Context: an optimization exercise on an open-source flow, tuned for small area. The choices shown serve that exercise and are no tape-out recipe.
Only simulation tests tie the RTL to the original design; equivalence was not proved.
Power is estimated from default activity; no workload was simulated.

==> design/flow/design.v <==
`timescale 1ns / 1ps
package tvac_pkg;
  localparam int POS_W  = 24;
  localparam int TIME_W = 16;
  localparam int WIN_W  = 4;
  localparam int CFG_W  = 24;
  localparam logic [POS_W-1:0] POS_RESET = 24'd60000;
  localparam logic [1:0] ACT_TICK  = 2'd0;
  localparam logic [1:0] ACT_OPEN  = 2'd1;
  localparam logic [1:0] ACT_CLOSE = 2'd2;
  localparam logic [1:0] ACT_QUERY = 2'd3;
  localparam logic CFG_FULL_OPEN   = 1'b0;
  localparam logic CFG_RELAY_LEVEL = 1'b1;
  localparam logic [1:0] OP_NONE = 2'd0;
  localparam logic [1:0] OP_TICK = 2'd1;
  localparam logic [1:0] OP_REQ  = 2'd2;
  typedef struct packed {
    logic       capture;
    logic [1:0] op;
    logic       last;
  } ctl_cmd_t;
endpackage
`timescale 1ns / 1ps
module tvac_ctrl #(
  parameter int WINDOW_COUNT = 4,
  parameter int IDX_W        = 2
) (
  input  logic                 clk,
  input  logic                 rst,
  input  logic                 start,
  input  logic [1:0]           action,
  output logic                 busy,
  output tvac_pkg::ctl_cmd_t   cmd,
  output logic [IDX_W-1:0]     idx
);
  localparam logic [1:0] S_IDLE = 2'd0;
  localparam logic [1:0] S_TICK = 2'd1;
  localparam logic [1:0] S_REQ  = 2'd2;
  localparam logic [IDX_W-1:0] IDX_MAX = IDX_W'(WINDOW_COUNT - 1);
  logic [1:0]       state;
  logic [1:0]       state_next;
  logic [IDX_W-1:0] cnt;
  logic [IDX_W-1:0] cnt_next;
  assign busy = (state != S_IDLE);
  assign idx  = cnt;
  always_comb begin
    state_next  = state;
    cnt_next    = cnt;
    cmd.capture = 1'b0;
    cmd.op      = tvac_pkg::OP_NONE;
    cmd.last    = 1'b0;
    case (state)
      S_IDLE: begin
        if (start) begin
          cmd.capture = 1'b1;
          cnt_next    = '0;
          state_next  = (action == tvac_pkg::ACT_TICK) ? S_TICK : S_REQ;
        end
      end
      S_TICK: begin
        cmd.op = tvac_pkg::OP_TICK;
        if (cnt == IDX_MAX) begin
          cmd.last   = 1'b1;
          state_next = S_IDLE;
        end else begin
          cnt_next = cnt + 1'b1;
        end
      end
      S_REQ: begin
        cmd.op     = tvac_pkg::OP_REQ;
        cmd.last   = 1'b1;
        state_next = S_IDLE;
      end
      default: begin
        state_next = S_IDLE;
      end
    endcase
  end
  always_ff @(posedge clk) begin
    if (rst) begin
      state <= S_IDLE;
      cnt   <= '0;
    end else begin
      state <= state_next;
      cnt   <= cnt_next;
    end
  end
endmodule
`timescale 1ns / 1ps
module tvac_datapath #(
  parameter int WINDOW_COUNT = 4,
  parameter int IDX_W        = 2
) (
  input  logic                          clk,
  input  logic                          rst,
  input  tvac_pkg::ctl_cmd_t            cmd,
  input  logic [IDX_W-1:0]              idx,
  input  logic [1:0]                    action,
  input  logic [tvac_pkg::WIN_W-1:0]    window_index,
  input  logic [tvac_pkg::POS_W-1:0]    target_position,
  input  logic [tvac_pkg::TIME_W-1:0]   elapsed_time,
  input  logic                          cfg_write,
  input  logic                          cfg_index,
  input  logic [tvac_pkg::CFG_W-1:0]    cfg_data,
  output logic                          strobe,
  output logic [tvac_pkg::WIN_W-1:0]    window_number,
  output logic                          accepted,
  output logic                          relay_open_drive,
  output logic                          relay_close_drive,
  output logic                          moving,
  output logic                          moving_open,
  output logic                          arrived,
  output logic [tvac_pkg::POS_W-1:0]    position_now,
  output logic                          last
);
  localparam logic [tvac_pkg::WIN_W:0] WIN_LIMIT = (tvac_pkg::WIN_W + 1)'(WINDOW_COUNT);
  logic [tvac_pkg::POS_W-1:0] position    [WINDOW_COUNT];
  logic [tvac_pkg::POS_W-1:0] target      [WINDOW_COUNT];
  logic [tvac_pkg::POS_W-1:0] run_length  [WINDOW_COUNT];
  logic [tvac_pkg::POS_W-1:0] run_elapsed [WINDOW_COUNT];
  logic             dir_open    [WINDOW_COUNT];
  logic             win_busy    [WINDOW_COUNT];
  logic             driving     [WINDOW_COUNT];
  logic [1:0]        in_action;
  logic [tvac_pkg::WIN_W-1:0]  in_window;
  logic [tvac_pkg::POS_W-1:0]  in_target;
  logic [tvac_pkg::TIME_W-1:0] in_elapsed;
  logic              level_on;
  logic [IDX_W-1:0]  rd;
  logic              present;
  logic [tvac_pkg::POS_W:0]    sum;
  logic [tvac_pkg::POS_W-1:0]  sum_sat;
  logic              want_open;
  logic              is_req;
  logic              req_ok;
  logic [tvac_pkg::POS_W-1:0]  hi;
  logic [tvac_pkg::POS_W-1:0]  lo;
  logic              wr;
  logic              arr;
  logic              acc;
  logic [tvac_pkg::POS_W-1:0]  pos_next;
  logic [tvac_pkg::POS_W-1:0]  tgt_next;
  logic [tvac_pkg::POS_W-1:0]  len_next;
  logic [tvac_pkg::POS_W-1:0]  el_next;
  logic              dir_next;
  logic              busy_next;
  logic              drv_next;
  always_ff @(posedge clk) begin
    if (cmd.capture) begin
      in_action  <= action;
      in_window  <= window_index;
      in_target  <= target_position;
      in_elapsed <= elapsed_time;
    end
  end
  always_ff @(posedge clk) begin
    if (rst) begin
      level_on <= 1'b0;
    end else if (cfg_write && cfg_index == tvac_pkg::CFG_RELAY_LEVEL) begin
      level_on <= cfg_data[0];
    end
  end
  assign rd        = (cmd.op == tvac_pkg::OP_TICK) ? idx : in_window[IDX_W-1:0];
  assign present   = (cmd.op == tvac_pkg::OP_TICK) || ({1'b0, in_window} < WIN_LIMIT);
  assign sum       = {1'b0, run_elapsed[rd]} + (tvac_pkg::POS_W + 1)'(in_elapsed);
  assign sum_sat   = sum[tvac_pkg::POS_W] ? {tvac_pkg::POS_W{1'b1}} : sum[tvac_pkg::POS_W-1:0];
  assign want_open = (in_action == tvac_pkg::ACT_OPEN);
  assign is_req    = (in_action == tvac_pkg::ACT_OPEN) || (in_action == tvac_pkg::ACT_CLOSE);
  assign hi        = want_open ? in_target : position[rd];
  assign lo        = want_open ? position[rd] : in_target;
  assign req_ok    = is_req && present && !win_busy[rd] && (hi > lo);
  always_comb begin
    wr        = 1'b0;
    arr       = 1'b0;
    acc       = 1'b0;
    pos_next  = position[rd];
    tgt_next  = target[rd];
    len_next  = run_length[rd];
    el_next   = run_elapsed[rd];
    dir_next  = dir_open[rd];
    busy_next = win_busy[rd];
    drv_next  = driving[rd];
    case (cmd.op)
      tvac_pkg::OP_TICK: begin
        wr = 1'b1;
        if (!win_busy[rd]) begin
          drv_next = 1'b0;
        end else if (sum_sat >= run_length[rd]) begin
          pos_next  = target[rd];
          len_next  = '0;
          el_next   = '0;
          busy_next = 1'b0;
          drv_next  = 1'b0;
          arr       = 1'b1;
        end else begin
          el_next  = sum_sat;
          drv_next = 1'b1;
        end
      end
      tvac_pkg::OP_REQ: begin
        if (req_ok) begin
          wr        = 1'b1;
          acc       = 1'b1;
          len_next  = hi - lo;
          el_next   = '0;
          tgt_next  = in_target;
          dir_next  = want_open;
          busy_next = 1'b1;
        end
      end
      default: begin
        wr = 1'b0;
      end
    endcase
  end
  always_ff @(posedge clk) begin
    if (rst) begin
      for (int i = 0; i < WINDOW_COUNT; i++) begin
        position[i]    <= tvac_pkg::POS_RESET;
        target[i]      <= '0;
        run_length[i]  <= tvac_pkg::POS_RESET;
        run_elapsed[i] <= '0;
        dir_open[i]    <= 1'b0;
        win_busy[i]    <= 1'b1;
        driving[i]     <= 1'b0;
      end
    end else if (wr) begin
      position[rd]    <= pos_next;
      target[rd]      <= tgt_next;
      run_length[rd]  <= len_next;
      run_elapsed[rd] <= el_next;
      dir_open[rd]    <= dir_next;
      win_busy[rd]    <= busy_next;
      driving[rd]     <= drv_next;
    end
  end
  always_ff @(posedge clk) begin
    if (rst) begin
      strobe <= 1'b0;
      last   <= 1'b0;
    end else begin
      strobe <= (cmd.op != tvac_pkg::OP_NONE);
      last   <= cmd.last;
    end
  end
  always_ff @(posedge clk) begin
    if (cmd.op != tvac_pkg::OP_NONE) begin
      window_number     <= (cmd.op == tvac_pkg::OP_TICK) ? tvac_pkg::WIN_W'(idx) : in_window;
      accepted          <= acc;
      arrived           <= arr;
      relay_open_drive  <= (present && drv_next && dir_next) ? level_on : ~level_on;
      relay_close_drive <= (present && drv_next && !dir_next) ? level_on : ~level_on;
      moving            <= present && busy_next;
      moving_open       <= present && busy_next && dir_next;
      position_now      <= present ? pos_next : '0;
    end
  end
endmodule
`timescale 1ns / 1ps
module timed_vent_actuator_control #(
  parameter int WINDOW_COUNT = 8
) (
  input  logic                          clk,
  input  logic                          rst,
  input  logic                          start,
  output logic                          busy,
  input  logic [1:0]                    action,
  input  logic [tvac_pkg::WIN_W-1:0]    window_index,
  input  logic [tvac_pkg::POS_W-1:0]    target_position,
  input  logic [tvac_pkg::TIME_W-1:0]   elapsed_time,
  input  logic                          cfg_valid,
  output logic                          cfg_ready,
  input  logic                          cfg_index,
  input  logic [tvac_pkg::CFG_W-1:0]    cfg_data,
  output logic                          strobe,
  output logic [tvac_pkg::WIN_W-1:0]    window_number,
  output logic                          accepted,
  output logic                          relay_open_drive,
  output logic                          relay_close_drive,
  output logic                          moving,
  output logic                          moving_open,
  output logic                          arrived,
  output logic [tvac_pkg::POS_W-1:0]    position_now,
  output logic                          last
);
  localparam int IDX_W = (WINDOW_COUNT > 1) ? $clog2(WINDOW_COUNT) : 1;
  tvac_pkg::ctl_cmd_t         cmd;
  logic [IDX_W-1:0] idx;
  assign cfg_ready = !busy;
  tvac_ctrl #(
    .WINDOW_COUNT(WINDOW_COUNT),
    .IDX_W       (IDX_W)
  ) u_ctrl (
    .clk   (clk),
    .rst   (rst),
    .start (start),
    .action(action),
    .busy  (busy),
    .cmd   (cmd),
    .idx   (idx)
  );
  tvac_datapath #(
    .WINDOW_COUNT(WINDOW_COUNT),
    .IDX_W       (IDX_W)
  ) u_datapath (
    .clk              (clk),
    .rst              (rst),
    .cmd              (cmd),
    .idx              (idx),
    .action           (action),
    .window_index     (window_index),
    .target_position  (target_position),
    .elapsed_time     (elapsed_time),
    .cfg_write        (cfg_valid && cfg_ready),
    .cfg_index        (cfg_index),
    .cfg_data         (cfg_data),
    .strobe           (strobe),
    .window_number    (window_number),
    .accepted         (accepted),
    .relay_open_drive (relay_open_drive),
    .relay_close_drive(relay_close_drive),
    .moving           (moving),
    .moving_open      (moving_open),
    .arrived          (arrived),
    .position_now     (position_now),
    .last             (last)
  );
endmodule
==> design/flow/run.sh <==
#!/bin/bash
# synth_recipe.tcl (not shown) runs the flow's synth.tcl, then flattens the netlist and writes it again
# the make line also repeats each setting of config.mk as NAME=value (left out here)
make -C /OpenROAD-flow-scripts/flow DESIGN_CONFIG=/design/flow/config.mk WORK_HOME=/design/flow/orfs CLKGATE_MAP_FILE= SYNTH_SCRIPT=/design/flow/synth_recipe.tcl finish
==> design/flow/config.mk <==
export PLATFORM = sky130hd
export DESIGN_NAME = timed_vent_actuator_control
export DESIGN_NICKNAME = timed_vent_actuator_control
export VERILOG_FILES = /design/flow/design.v
export SDC_FILE = /design/flow/constraint.sdc
export NUM_CORES = 4
export LEC_CHECK = 0
export CAP_MARGIN = 20
export CORE_MARGIN = 2
export CORE_UTILIZATION = 40
export SLEW_MARGIN = 20
==> design/flow/constraint.sdc <==
create_clock -name core_clock -period 12.0 [get_ports {clk}]
set_input_delay 2.4000 -clock core_clock [delete_from_list [all_inputs] [get_ports {clk}]]
set_output_delay 2.4000 -clock core_clock [all_outputs]
set_load 0.01 [all_outputs]
==> notes.md <==
[state kept, by name (all words and copies together) (netlist names), 8 cells and up]
signal	cells
u_datapath.in_elapsed	16
u_datapath.position	192
u_datapath.driving	8
u_datapath.target	192
u_datapath.dir_open	8
u_datapath.position_now	24
u_datapath.run_length	192
u_datapath.win_busy	8
u_datapath.run_elapsed	192
u_datapath.in_target	24
[metal layers]
layer / part of all wire [%] / wire length (um)
met3: 8.6 / 11200
met2: 47 / 61600
met5: 0 / 0
met4: 2.8 / 3640
met1: 41 / 53900
[power breakdown]
part | switching [mW] | leakage [nW] | internal (mW) | total [mW]
registers | 0.0395 | 8.62 | 3.48 | 3.52
logic | 0.847 | 5.45 | 0.411 | 1.26
clock network | 1.26 | 1.57 | 1.78 | 3.04
total | 2.15 | 15.6 | 5.67 | 7.82
[cell type report]
class,count,area [sq um]
Clock buffer,117,2560
Tap cell,1357,1700
Inverter,82,310
Sequential cell,880,26300
Timing Repair Buffer,158,1600
Fill cell,9202,54000
Antenna cell,1,2.50
Clock inverter,55,644
Multi-Input combinational cell,2095,13300
[logic make-up (layout without fill, tap and decap cells)]
kind of cell               Yosys count  count (layout)  share of synthesized area (%)
AOI/OAI and AO/OA                  788             788                           13.9
and+or+nand+nor                   1090            1090                           11.9
buffers and inverters              302             412                           3.24
DFF                                880             880                           64.6
adders and majority gates           74              74                           2.31
other                                0               1                              0
muxes                              108             108                           3.27
xor gates and xnor gates            35              35                          0.754
[how the worst max path moves through the flow]
stage	to	start	cells past startpoint
after floorplan	u_datapath.dir_open[1]	u_ctrl.state[1]	25
after global placement	u_datapath.position_now[0]	u_ctrl.state[1]	31
after global routing	u_datapath.position[4][0]	u_ctrl.state[1]	31
final	u_datapath.position_now[0]	u_ctrl.state[1]	31
after CTS	u_datapath.position_now[0]	u_ctrl.state[1]	31
after detailed placement	u_datapath.position_now[0]	u_ctrl.state[1]	31
[per-stage QoR]
stage,util (%),std cells,hold WS [ns],instance area [sq um]
after floorplan,-,3277,0.469,40600
after global placement,43.0,4572,0.489,43200
after detailed placement,43.0,4572,0.496,43200
after CTS,46.2,4744,0.505,46400
after global routing,46.2,4744,0.518,46400
final,46.2,4745,0.500,46400
[placed cells by master (no fill, tap or decap), types with 33 or more instances in the layout]
cell	count
clkbuf_16	99
o22ai_1	39
a21oi_1	203
o21ai_0	53
buf_4	54
a221oi_1	38
nor2_1	553
o22a_1	43
and3_1	47
inv_1	78
nand3_1	72
mux2_2	33
mux2i_1	47
a22oi_1	171
ha_1	70
a22o_1	64
nand2_1	191
nor3_1	77
clkdlybuf4s50_1	89
edfxtp_1	864
[worst register-to-register path: cells and delay by family, from the launching register on]
family,cells,cell delay [ns]
AOI/OAI and AO/OA,11,3.28
and+or+nand+nor,6,1.97
buffers and inverters,8,1.80
adders and majority gates,4,1.57
muxes,2,0.85
DFF,1,0.34
==> notes.md <==
- The run finished with no timing, DRC or antenna violations.
- Sorting the synthesized cells by area gives the leading types as edfxtp_1 64%, nor2_1 5.2%, a22oi_1 3.2%.
- After synthesis the cells add up to approximately 41000 sq um.
- The height of the die is 323 um.
- The setup-violating endpoint count in the final report is 0.
- The number of antenna violations at the first check in global routing is 0.
- The count of mapped cells out of synthesis is 3277.
- For this run, the leading register cell type out of synthesis is edfxtp_1.
- For this run, design rule violations remaining after detail routing come to 0.
- The worst relative slew slack is 18.2%.
- The number of hold buffers added after CTS was 0.
- The worst path required time is 12.40 ns.
- Entering global routing, the biggest net connects 78 pins.
- The overall power of the completed layout is 7.82 mW.
- The area added between synthesis and finish is 14.2%.
- STA puts the critical path data arrival time at about 10 ns.
- The remaining antenna violation count after routing is 0.
- The first detailed-routing pass ran for 6 iterations.
- For the pin with the worst max-slew slack, the measured transition is 1.23 ns.
- In this run the post-CTS setup repair buffer count came out at 0.
- The worst-case IR drop observed on VDD is 0.116 mV.
- The share of the clock period used by the worst path is 83.8%.
- Dividing total power by cell area gives a power density of approximately 170 nW/um^2.
- The TritonCTS clock tree is yes.
- In this run the biggest area consumer among cell types represents 63.8% of the synthesized area.
- In this run the worst path has a maximum fanout of 27.
- The capturing point of the worst reg2reg path is u_datapath.position_now[0].
- The layer flagged by global routing as most heavily used is met2.
- The maximum level of the CTS H-tree is 3.
- By count the netlist is led by 864 x edfxtp_1, 558 x nor2_1, 203 x a21oi_1, 191 x nand2_1, 171 x a22oi_1.
- Global routing used 24.8% of the available tracks across all layers.
- Among cell families on the critical path, the largest total delay comes from compound AO/OA/AOI/OAI gates.
- The total via count after detailed routing is between 20000 and 30000.
- The clock slew at the register clock pins of the worst setup and hold paths is 0.06 ns.
- The count of input and output buffers is 89.
- The detailed router finished its first iteration with between 3000 and 4000 violations.
- The biggest area consumer among synthesized cells is edfxtp_1.
- After synthesis, the mean cell area works out to 12.4 sq um.
- In the final timing run, aggregate negative setup slack is 0 ns.
- The number of CTS-inserted buffers is 95.
- The die outline area is 104000 sq um.
- The critical path's most frequent cell is inv_1.
- The kind of critical path is reg -> reg.
- The clock skew after layout is 0.0360 ns.
- The worst setup path is captured at a flip-flop.
- The most frequent cell after synthesis is edfxtp_1.
- For this design, the sink count on the clock tree is 880.
- The core footprint is between 100000 and 150000 sq um.
- The worst setup path is launched from a flip-flop.
- The count of flip-flops with a built-in enable after synthesis is 864.
- At the end of the flow, the number of nets in the layout was 3461.
- The kind of path behind the tightest hold check is reg -> reg.
- In this design, the stage delay of the slowest critical-path cell is 0.73 ns.
- The maximum buffer depth of the clock tree is 3.
- The post-synthesis sequential element count is 880.
- The number of distinct library cell variants in the gate-level netlist after synthesis is 89.
- The final RePlAce weighted congestion is 0.853.
- The async set-reset flop share out of synthesis is 0%.
- The post-layout minimum cycle time is 10.06 ns.
- Once routing completed, OpenROAD measured the worst setup slack at 1.94 ns.
- In this run the count of I/O pins placed on the die edge is 113.
- Max-cap violations in this run came to 0.
- The buffering stage count on the worst path with inverters included is 8.
- The cell with the largest stage delay on the worst path is ha_1.
- The count of instances resized after the clock tree is built is 0.
- In the global route stage, met1 resource usage came out at 34.0%.
- The later pin in the worst-skew pair is clocked with a latency of 0.68 ns.
- The number of global-route vias before repair is 28185.
- Along the worst hold path, the cell count comes to 2.
- The proportion of layout cells with a drive suffix above 1 is 10.6%.
- After detailed routing, the total wire length is 130000 um.
- The worst hold path begins at u_ctrl.state[1].
- The path with the worst hold slack has its endpoint at u_ctrl.state[1].
- Setup repair after global routing left no endpoint under its margin.
- The proportion of synthesized chip area in sequential cells is around 65%.
- The final number of max-transition violations is 0.
- The first-pass GRT wire length is 190000 um.
- The HPWL after detailed placement is 71200 um.
- The number of warnings printed during yosys synthesis is 2.
- The routed wire length per instance is around 27 um.
- The global-route met3 utilization is 4.09%.
- The worst reg2reg path depth is 31.
- The total nets after synthesis is 3426.
- The final hold violation count is 0.
- The number of vias per cell after detailed routing is roughly 6.0.
- For this run, the top clock speed supported by timing is 99.4 MHz.
- Global routing consumed, on the met2 layer, 40.4% of the routing resources.
- The worst setup slack for register-to-register paths is around 1.9 ns.
- For this design the static power due to leakage is 15.6 nW.
- For this configuration, the core starts out at a cell density of between 40% and 50%.
- The critical register-to-register path startpoint is u_ctrl.state[1].
- The floorplan has 116 rows.
- The total overflow left after global routing is 0.
- OpenSTA, run right after detailed placement, puts the worst setup slack at 2.08 ns.
- The chip width is 323 um.
- Clock tree synthesis selected as its root buffer the cell clkbuf_16.

[re-timing with driven ports]
The flow's constraints put no driver on any port. The routed layout listed below was extracted and timed again, unchanged, in two steps. Step 1, drivers: a clkbuf_16 drives clk and a buf_2 each remaining input, both assumed. Step 2 also shifts input and output timing later by t, the mid clock arrival at the registers, as if the neighbouring blocks saw the same clock. a / b / c = no drivers / after step 1 / after step 2; a / b = the first two.
t, ns: 0.734
slack for setup (ns): 1.941 / 1.941 / 1.941
worst hold slack (ns): 0.500 / 0.500 / 0.500
After both steps setup and hold are still met in this run. The setup slack of this run moves by 0.000 ns with the drivers and by 0.000 ns with both steps.
